This design comes from an exercise in tuning for small area on the open sky130 flow, not from production work. No run shown here included a check of the RTL's function; only the layout flow was run. Power is estimated from default activity; no workload was simulated.

### config.mk
export PLATFORM = sky130hd
export DESIGN_NAME = gpio_mux_ctrl
export DESIGN_NICKNAME = gpio_mux_ctrl
export VERILOG_FILES = /design/flow/design.v
export SDC_FILE = /design/flow/constraint.sdc
export NUM_CORES = 4
export LEC_CHECK = 0
export CAP_MARGIN = 20
export CORE_AREA = 5 5 225 225
export CTS_BUF_LIST = sky130_fd_sc_hd__clkbuf_2 sky130_fd_sc_hd__clkbuf_4
export DIE_AREA = 0 0 230 230
export SLEW_MARGIN = 20
export SYNTH_HIERARCHICAL = 1
### constraint.sdc
create_clock -name core_clock -period 7.0 [get_ports {wb_clk_i}]
set_input_delay 1.4000 -clock core_clock [delete_from_list [all_inputs] [get_ports {wb_clk_i}]]
set_output_delay 1.4000 -clock core_clock [all_outputs]
set_load 0.01 [all_outputs]
### design.v
module gpio_mux_ctrl #(
   parameter int          NUM_TEAMS    = 12,
   parameter int          NUM_PINS     = 34,
   parameter logic [31:0] BASE_ADDR    = 32'h3000_0000,
   parameter int          BLANK_CYCLES = 4
) (
   input  logic                          wb_clk_i,
   input  logic                          wb_rst_ni,
   input  logic                          wbs_stb_i,
   input  logic                          wbs_cyc_i,
   input  logic                          wbs_we_i,
   input  logic [3:0]                    wbs_sel_i,
   input  logic [31:0]                   wbs_dat_i,
   input  logic [31:0]                   wbs_adr_i,
   output logic                          wbs_ack_o,
   output logic [31:0]                   wbs_dat_o,
   input  logic [NUM_TEAMS*NUM_PINS-1:0] designs_gpio_out,
   input  logic [NUM_TEAMS*NUM_PINS-1:0] designs_gpio_oeb,
   output logic [NUM_PINS-1:0]           gpio_out,
   output logic [NUM_PINS-1:0]           gpio_oeb,
   output logic                          busy_o
);
   localparam int NUM_WORDS = (NUM_PINS + 3) / 4;
   localparam logic [5:0] CTRL_WORD = 6'h20;
   function automatic logic [3:0] enc(input logic [7:0] v);
      logic lowgrp;
      if (v > 8'd12) begin
         enc = 4'd0;
      end else begin
         lowgrp = (v[3:2] == 2'b00) & (v[1:0] != 2'b00);
         enc = {v[3] | lowgrp, v[2] | lowgrp, v[1:0]};
      end
   endfunction
   function automatic logic [3:0] dec(input logic [3:0] c);
      if ((c[3:2] == 2'b11) && (c[1:0] != 2'b00)) begin
         dec = {2'b00, c[1:0]};
      end else begin
         dec = c;
      end
   endfunction
   logic [2:0]                cnt_r;
   logic [NUM_PINS-1:0]       blank_r;
   logic [NUM_PINS-1:0][3:0]  shadow_r;
   logic [NUM_PINS-1:0][3:0]  active_r;
   logic                      ack_r;
   logic [3:0][3:0]           dat_r;
   logic                      req_s;
   logic                      hit_s;
   logic [5:0]                word_s;
   logic                      wr_s;
   logic                      busy_s;
   logic                      last_s;
   logic                      commit_s;
   logic                      commit_n_s;
   logic                      keep_s;
   logic [NUM_PINS-1:0]       diff_s;
   logic [NUM_PINS-1:0][3:0]  shadow_d_s;
   logic [NUM_PINS-1:0][3:0]  active_d_s;
   logic [NUM_PINS-1:0]       blank_d_s;
   logic [3:0][3:0]           wcode_s;
   logic [NUM_WORDS-1:0]      rsel_s;
   logic                      rctl_s;
   logic [NUM_WORDS*4-1:0][3:0] shadow_pad_s;
   logic [3:0][3:0]           rcode_s;
   logic [3:0][3:0]           rd_s;
   assign req_s      = wbs_stb_i & wbs_cyc_i & ~ack_r;
   assign hit_s      = (wbs_adr_i[31:8] == BASE_ADDR[31:8]);
   assign word_s     = wbs_adr_i[7:2];
   assign wr_s       = req_s & wbs_we_i & hit_s;
   assign busy_s     = (cnt_r != 3'd0);
   assign last_s     = (cnt_r == 3'd1);
   assign commit_s   = wr_s & (word_s == CTRL_WORD) & wbs_sel_i[0] & wbs_dat_i[0] & ~busy_s;
   assign commit_n_s = ~commit_s;
   assign keep_s     = ~last_s;
   for (genvar b = 0; b < 4; b++) begin : g_lane
      assign wcode_s[b] = enc(wbs_dat_i[8*b +: 8]);
   end
   for (genvar p = 0; p < NUM_PINS; p++) begin : g_pin
      localparam int         BYTE = p % 4;
      localparam logic [5:0] WORD = 6'(p / 4);
      logic       we, we_n;
      logic       s1, s2, s3, own;
      logic [3:0] zo, ze;
      logic       mo, me;
      assign we   = wr_s & (word_s == WORD) & wbs_sel_i[BYTE];
      assign we_n = ~we;
      for (genvar i = 0; i < 4; i++) begin : g_bit
         gmc_ao22 u_sh (.a1(we), .a2(wcode_s[BYTE][i]), .b1(we_n), .b2(shadow_r[p][i]),
                        .y(shadow_d_s[p][i]));
         gmc_ao22 u_ac (.a1(commit_s), .a2(shadow_r[p][i]), .b1(commit_n_s),
                        .b2(active_r[p][i]), .y(active_d_s[p][i]));
      end
      gmc_ne4 u_ne (.a(shadow_r[p]), .b(active_r[p]), .y(diff_s[p]));
      gmc_ao22 u_bl (.a1(commit_s), .a2(diff_s[p]), .b1(keep_s), .b2(blank_r[p]),
                     .y(blank_d_s[p]));
      gmc_hidec u_hd (.hi(active_r[p][3:2]), .blank(blank_r[p]),
                      .s1(s1), .s2(s2), .s3(s3), .own(own));
      for (genvar l = 0; l < 4; l++) begin : g_lo
         localparam int T1 = 3 + l;
         localparam int T2 = 7 + l;
         localparam int T3 = (l == 0) ? 11 : l - 1;
         gmc_aoi222 u_o (.s1(s1), .s2(s2), .s3(s3),
                         .d1(designs_gpio_out[T1*NUM_PINS + p]),
                         .d2(designs_gpio_out[T2*NUM_PINS + p]),
                         .d3(designs_gpio_out[T3*NUM_PINS + p]), .y(zo[l]));
         gmc_aoi222 u_e (.s1(s1), .s2(s2), .s3(s3),
                         .d1(designs_gpio_oeb[T1*NUM_PINS + p]),
                         .d2(designs_gpio_oeb[T2*NUM_PINS + p]),
                         .d3(designs_gpio_oeb[T3*NUM_PINS + p]), .y(ze[l]));
      end
      gmc_mux4 u_mo (.d(zo), .s(active_r[p][1:0]), .y(mo));
      gmc_mux4 u_me (.d(ze), .s(active_r[p][1:0]), .y(me));
      gmc_inv  u_io (.a(mo), .y(gpio_out[p]));
      gmc_nand2 u_ie (.a(me), .b(own), .y(gpio_oeb[p]));
      assign shadow_pad_s[p] = shadow_r[p];
   end
   for (genvar p = NUM_PINS; p < NUM_WORDS*4; p++) begin : g_pad
      assign shadow_pad_s[p] = 4'd0;
   end
   for (genvar k = 0; k < NUM_WORDS; k++) begin : g_rsel
      assign rsel_s[k] = req_s & hit_s & (word_s == 6'(k));
   end
   assign rctl_s = req_s & hit_s & (word_s == CTRL_WORD) & busy_s;
   for (genvar b = 0; b < 4; b++) begin : g_rd
      for (genvar i = 0; i < 4; i++) begin : g_bit
         logic [NUM_WORDS-1:0] col;
         for (genvar k = 0; k < NUM_WORDS; k++) begin : g_w
            assign col[k] = shadow_pad_s[4*k + b][i];
         end
         gmc_andor #(.N(NUM_WORDS)) u_ao (.s(rsel_s), .d(col), .y(rcode_s[b][i]));
      end
      if (b == 0) begin : g_ctl
         assign rd_s[b] = dec(rcode_s[b]) | {2'b00, rctl_s, 1'b0};
      end else begin : g_dat
         assign rd_s[b] = dec(rcode_s[b]);
      end
   end
   always_ff @(posedge wb_clk_i or negedge wb_rst_ni) begin
      if (!wb_rst_ni) begin
         ack_r <= 1'b0;
         dat_r <= '0;
      end else begin
         ack_r <= req_s;
         dat_r <= rd_s;
      end
   end
   always_ff @(posedge wb_clk_i or negedge wb_rst_ni) begin
      if (!wb_rst_ni) begin
         cnt_r <= 3'd0;
      end else if (commit_s) begin
         cnt_r <= (|diff_s) ? 3'(BLANK_CYCLES + 1) : 3'd1;
      end else if (busy_s) begin
         cnt_r <= cnt_r - 3'd1;
      end
   end
   always_ff @(posedge wb_clk_i or negedge wb_rst_ni) begin
      if (!wb_rst_ni) begin
         shadow_r <= '0;
         active_r <= '0;
         blank_r  <= '0;
      end else begin
         shadow_r <= shadow_d_s;
         active_r <= active_d_s;
         blank_r  <= blank_d_s;
      end
   end
   for (genvar b = 0; b < 4; b++) begin : g_dat
      assign wbs_dat_o[8*b +: 8] = {4'd0, dat_r[b]};
   end
   assign wbs_ack_o = ack_r;
   assign busy_o    = busy_s;
endmodule
module gmc_ao22 (
   input  logic a1, a2, b1, b2,
   output logic y
);
   assign y = (a1 & a2) | (b1 & b2);
endmodule
module gmc_ne4 (
   input  logic [3:0] a, b,
   output logic       y
);
   assign y = |(a ^ b);
endmodule
module gmc_hidec (
   input  logic [1:0] hi,
   input  logic       blank,
   output logic       s1, s2, s3, own
);
   assign s1  = ~hi[1] &  hi[0] & ~blank;
   assign s2  =  hi[1] & ~hi[0] & ~blank;
   assign s3  =  hi[1] &  hi[0] & ~blank;
   assign own = (hi[1] | hi[0]) & ~blank;
endmodule
module gmc_aoi222 (
   input  logic s1, s2, s3, d1, d2, d3,
   output logic y
);
   assign y = ~((s1 & d1) | (s2 & d2) | (s3 & d3));
endmodule
module gmc_mux4 (
   input  logic [3:0] d,
   input  logic [1:0] s,
   output logic       y
);
   assign y = d[s];
endmodule
module gmc_inv (
   input  logic a,
   output logic y
);
   assign y = ~a;
endmodule
module gmc_nand2 (
   input  logic a, b,
   output logic y
);
   assign y = ~(a & b);
endmodule
module gmc_andor #(
   parameter int N = 9
) (
   input  logic [N-1:0] s, d,
   output logic         y
);
   assign y = |(s & d);
endmodule
### flow/run.sh
#!/bin/bash
# Standard ORFS layout, except that the port buffers are the smallest buffer
# (buf_1) instead of the one buffer_ports picks by default.
set -euo pipefail
bash standard.sh 'BUFFER_PORTS_ARGS=-buffer_cell sky130_fd_sc_hd__buf_1' finish > flow_make.log 2>&1
### standard.sh
#!/bin/bash
# synth_recipe.tcl (not shown) runs the flow's synth.tcl, then flattens the netlist and writes it again
# the make line also repeats each setting of config.mk as NAME=value (left out here)
make -C /OpenROAD-flow-scripts/flow DESIGN_CONFIG=/design/flow/config.mk WORK_HOME=/design/flow/orfs CLKGATE_MAP_FILE= SYNTH_SCRIPT=/design/flow/synth_recipe.tcl "${@:-finish}"
==> impl_results.md, run 1 <==
* Avg Synthesized Cell Area at 12.2 um2
* Sequential-to-total area share from yosys stat at 40.6%
* Most used standard cell by instance count after synthesis: dfrtp_1
* Fraction of synthesis flops using an asynchronous set or reset pin at 100%
* Top flip-flop cell by instance count after synthesis: dfrtp_1
* Num rows at 80
* Floorplan die width at 230 um
* Cell type contributing the most total cell area after synthesis: dfrtp_1
* Most frequent cells after synthesis: dfrtp_1, a22o_1, a222oi_1
* Total of flip-flops plus latches after synthesis at 326
* Initial Utilization at 42.0%
* Outcome: did not finish
* Largest cells by area after synthesis: dfrtp_1, a222oi_1, a22o_1
* Error message: [ERROR PPL-0024] Number of IO pins (991) exceeds maximum number of available positions (826). Increase the die perimeter from 920.00um to 1347.76um.
* Halt Stage: I/O pin placement (3_2_place_iop)
* Area share of the largest cell type after synthesis at around 40%
* Vert. Die Dim at 230 um
* Cell count after synthesis at 1652
* Count of flip-flops with a built-in enable after synthesis at 0
* Distinct cell type count after synthesis at 41
* Synth warnings at 7
* Syn Std Cell Area at 0.0201 mm2
[per-module statistics from Yosys (local to each module, per instance), excerpt]
module	cells	copies in the design	area [um2]
gmc_inv	1	34	3.75
gmc_ne4	5	34	41.3
gpio_mux_ctrl	552	1	9560
gmc_ao22	1	306	8.76
gmc_mux4	1	68	22.5
gmc_nand2	1	34	3.75
gmc_aoi222	1	272	10.0
gmc_hidec	4	34	35.0
[cell families after synthesis]
family,Yosys count,share of synthesized area [%]
compound gates,704,32.9
xor+xnor,136,5.93
fa+ha+maj,3,0.187
buf+inv,70,1.96
flops,326,40.6
mux,69,7.67
other cells,1,0.0187
simple gates,343,10.7
==> inputs of run 2 (changes only) <==
--- a/config.mk
+++ b/config.mk
@@ -6,8 +6,8 @@
 export NUM_CORES = 4
 export LEC_CHECK = 0
 export CAP_MARGIN = 20
-export CORE_AREA = 5 5 225 225
+export CORE_AREA = 10 10 350 350
 export CTS_BUF_LIST = sky130_fd_sc_hd__clkbuf_2 sky130_fd_sc_hd__clkbuf_4
-export DIE_AREA = 0 0 230 230
+export DIE_AREA = 0 0 360 360
 export SLEW_MARGIN = 20
 export SYNTH_HIERARCHICAL = 1
==> run 2 against run 1 <==
- the run now finishes clean
- area after synthesis did not move
- synthesized cell count stayed put
==> impl_results.md, run 2 <==
* Power per unit of standard cell area at 144 mW/mm2
* Post-CTS repair timing setup buffer count at 0
* Proportion of total power due to net switching at 26.0%
* Clk Latency, worst-skew pair at 800 ps
* Most common cell after layout, fill and taps aside: buf_1
* Outcome: complete, no violations
* Number of global-route vias before repair at 22500
* Final standard cell utilization of the core at 23.5%
* Largest registers: active_r (136), shadow_r (136), blank_r (34)
* Layout net count at 3613
* Final-report hold violation count at 0
* Internal reg-to-reg setup slack at approximately 3700 ps
* Clock power frac at a little over two fifths
* Synth warnings at 7 (unchanged)
* Antenna violations before repair at 36
* Setup repair after global routing missed its margin: no
* Peak supply drop at between 0.00007 and 0.00008 V
* Worst slack after detailed placement at 2030 ps
* Internal at 2.87 mW
* Initial Utilization at 17.5% (-24 points)
* Overall Global Routing Usage at around 17%
* Portion of the clock cycle consumed by the worst path in the final layout at 74.0%
* Floorplan die width at 360 um (+57%)
* Biggest fanout along the worst timing path at 8
* CP endpoint: gpio_oeb[30]
* Pin count of the biggest net entering global routing at 157
* Actual transition at the worst max-transition pin at approximately 1300 ps
* Routed len/inst at between 20 and 30 um
* Post-detailed-routing wire length at 117 mm
* Data arrival time of the worst path at about 3800 ps
* Layout Area Growth over Synthesis at 33.9%
* Synthesized-area fraction occupied by adder cells at 0.187% (unchanged)
* DRC at 0
* Grt total ovfl at 0
* Core footprint at between 0.1 and 0.15 mm2
* Register clock-pin slew on the reported worst setup and hold paths at roughly 70 ps
* Area share of the largest cell type after synthesis at 40.6% (unchanged)
* Total of flip-flops plus latches after synthesis at 326 (unchanged)
* CTS tree: built
* Minimum period implied by the final worst setup slack at 5180 ps
* Synthesized-area fraction occupied by ao, oa, aoi and oai cells at 32.9% (unchanged)
* Vert. Die Dim at 360 um (+57%)
* Cell count after synthesis at 1652 (unchanged)
* RR Startpoint: ack_r
* Cell type contributing the most total cell area after synthesis: dfrtp_1
* Avg Synthesized Cell Area at 12.2 um2 (unchanged)
* Max H-tree Level at 3
* Worst setup SP type: register
* Die outline area at 0.130 mm2
* Iteration-0 DRC Markers at 2993
* Net Sw Power at a little over 1 mW
* Worst reg2reg endpoint: dat_r[3]
* Buffers from clock root to sink, at most at 3
* Sequential-to-total area share from yosys stat at 40.6% (unchanged)
* Largest cells by area after synthesis: dfrtp_1, a222oi_1, a22o_1
* CTS Buf Count at 81
* Comb pwr share at under 10%
* Total of endpoints with negative setup slack in the final report at 0
* Number of fill cells in the layout at 12600
* Number of gates given a new drive strength after cts at 0
* Number of antenna-violating nets in the routed design at 0
* Sequential share of power at 48.5%
* Lkg Pwr at 9.70 nW
* Simple logic cell fraction of the synthesized area at 10.7% (unchanged)
* R2R cell count at 10
* Buffer cell driving the clock tree root: clkbuf_4
* Num rows at 124 (+55%)
* Clk_skew at 52.4 ps
* Normalized max-slew margin at 14.2%
* Share of the synthesized netlist area taken by xor and xnor gates at 5.93% (unchanged)
* Max Cap Violations at 0
* Most used standard cell by instance count after synthesis: dfrtp_1
* Fraction of synthesized area in multiplexers at 7.67% (unchanged)
* Syn Std Cell Area at 0.0201 mm2 (unchanged)
* Clock sink count at 326
* Crit. Startpoint: active_r[122]
* Overall Power at 3.88 mW
* Worst min path class: register to register
* Number of slew-limit violations in the final report at 0
* Endpoint type of the worst setup path: output pin
* Last weighted congestion value of the routability-driven placer at around 0.96
* Ratio of routed vias to standard cells at ~5.1
* Most used cells in the layout excluding fill and tap cells: buf_1, dfrtp_1, a22o_1
* Final TNS setup at 0 ps
* Count of flip-flops with a built-in enable after synthesis at 0 (unchanged)
* Top flip-flop cell by instance count after synthesis: dfrtp_1
* Maximum frequency from static timing analysis at 0.193 GHz
* Worst Setup Slack, final at 1820 ps
* Share of cells above drive strength 1 at 11.7%
* Via count at approximately 22000
* DPL Wire Length at 97.9 mm
* IO Count at 991
* Total of hold buffers inserted after clock tree synthesis at 0
* Distinct cell type count after synthesis at 41 (unchanged)
* Most frequent cells after synthesis: dfrtp_1, a22o_1, a222oi_1
* Wire length of the first global-routing pass at 163 mm
* Fraction of synthesis flops using an asynchronous set or reset pin at 100% (unchanged)
* Critical path start-end classification: register to output pin
* CP Data Required Time at 5600 ps
* Number of search-and-repair iterations in the first detailed-routing pass at 13
* Total of buffers placed on input and output ports at 972
* Dominant combinational cell family by area after synthesis: compound AO/OA/AOI/OAI gates
## run 2: cell counts after synthesis
No cell type changed its count.
## run 2: per-stage QoR
step                      hold slack [ps]  std cells  area, um2
after detailed placement              546       4150      25800
after global routing                  589       4306      26900
after global placement                536       4150      25700
after floorplan                       510       1675      20200
final                                 559       4315      26900
after CTS                             562       4299      26800
## run 2: cells by family (layout without fill, tap and decap cells)
group | Yosys count | after routing
adders and majority gates | 3 | 3
DFF | 326 | 326
and+or+nand+nor | 343 | 343
muxes | 69 | 69
buffers and inverters | 70 | 1182
xor gates and xnor gates | 136 | 136
other | 1 | 40
AOI/OAI and AO/OA | 704 | 704
## run 2: worst min path at each step
stage,from,end,slack [ps],depth (start not counted)
5_1_grt,blank_r[2],blank_r[2],590,1
3_5_place_dp,blank_r[26],blank_r[26],550,1
3_3_place_gp,blank_r[26],blank_r[26],540,1
4_1_cts,cnt_r[1],cnt_r[1],560,2
2_1_floorplan,cnt_r[2],cnt_r[2],510,2
6_report,blank_r[14],blank_r[14],560,1
## run 2: power groups by stage
stage | logic, mW | registers [mW] | clock network, mW
after floorplan | 0.0350 | 1.92 | 0
after global placement | 0.300 | 1.92 | 0
after detailed placement | 0.303 | 1.92 | 0
after CTS | 0.304 | 1.88 | 1.75
after global routing | 0.333 | 1.88 | 1.86
final | 0.305 | 1.88 | 1.69
## run 2: Yosys stat by module (local to each module, per instance), a selection
module | cells inside | area (um2) | copies in the design
gmc_mux4 | 1 | 22.5 | 68
gmc_ne4 | 5 | 41.3 | 34
gmc_hidec | 4 | 35.0 | 34
gpio_mux_ctrl | 552 | 9560 | 1
gmc_nand2 | 1 | 3.75 | 34
gmc_inv | 1 | 3.75 | 34
gmc_ao22 | 1 | 8.76 | 306
gmc_aoi222 | 1 | 10.0 | 272
## run 2: worst max-delay path, stage by stage (launching register included)
cell	delay, ps
dfrtp_1	450
nor3b_2	1050
a222oi_1	500
mux4_2	600
nand2_1	200
buf_1	190
## run 2: area by class of cell
class,instances,area (um2),area share [%]
antenna,16,40.0,0.149
sequential,326,8160,30.3
clock buffer,113,848,3.16
inverter,38,148,0.549
multi-input combinational,1279,11700,43.6
timing repair buffer,995,3850,14.3
clock inverter,36,234,0.870
tap,1512,1890,7.04
## run 2: routing by layer
layer	routed length (um)	GRT usage [%]	vias to the layer above	share of wire [%]
met4	3280	5.35	14	2.8
met2	56700	28.9	1132	48
met5	86	0	-	0.073
li1	-	-	9694	-
met1	48500	21.2	11000	41
met3	8430	3.69	162	7.2

==> what the ideal ports hide <==
Ports are ideal in the flow. The routed layout listed here was re-timed in OpenROAD. Step 1: set_driving_cell puts a clkbuf_16 on wb_clk_i and a buf_2 on each other input, an assumption about the parent block. Step 2 adds t to the input delays and takes it off the output delays; t is the mean of the earliest and latest rising clock arrival at the registers after step 1. Input paths then give back, and output paths get back, about the clock's delay inside the block. Three values: ideal, step 1, step 2; two values: the first two.
run: run 2
t (ns): 0.835
setup WS [ns]: 1.817 / 1.757 / 2.051
worst slew at a driven data input, ns: 0.25
After both steps run 2 still meets setup and hold. For run 2, drivers alone change the setup slack by -0.060 ns; drivers and shift together by +0.234 ns.
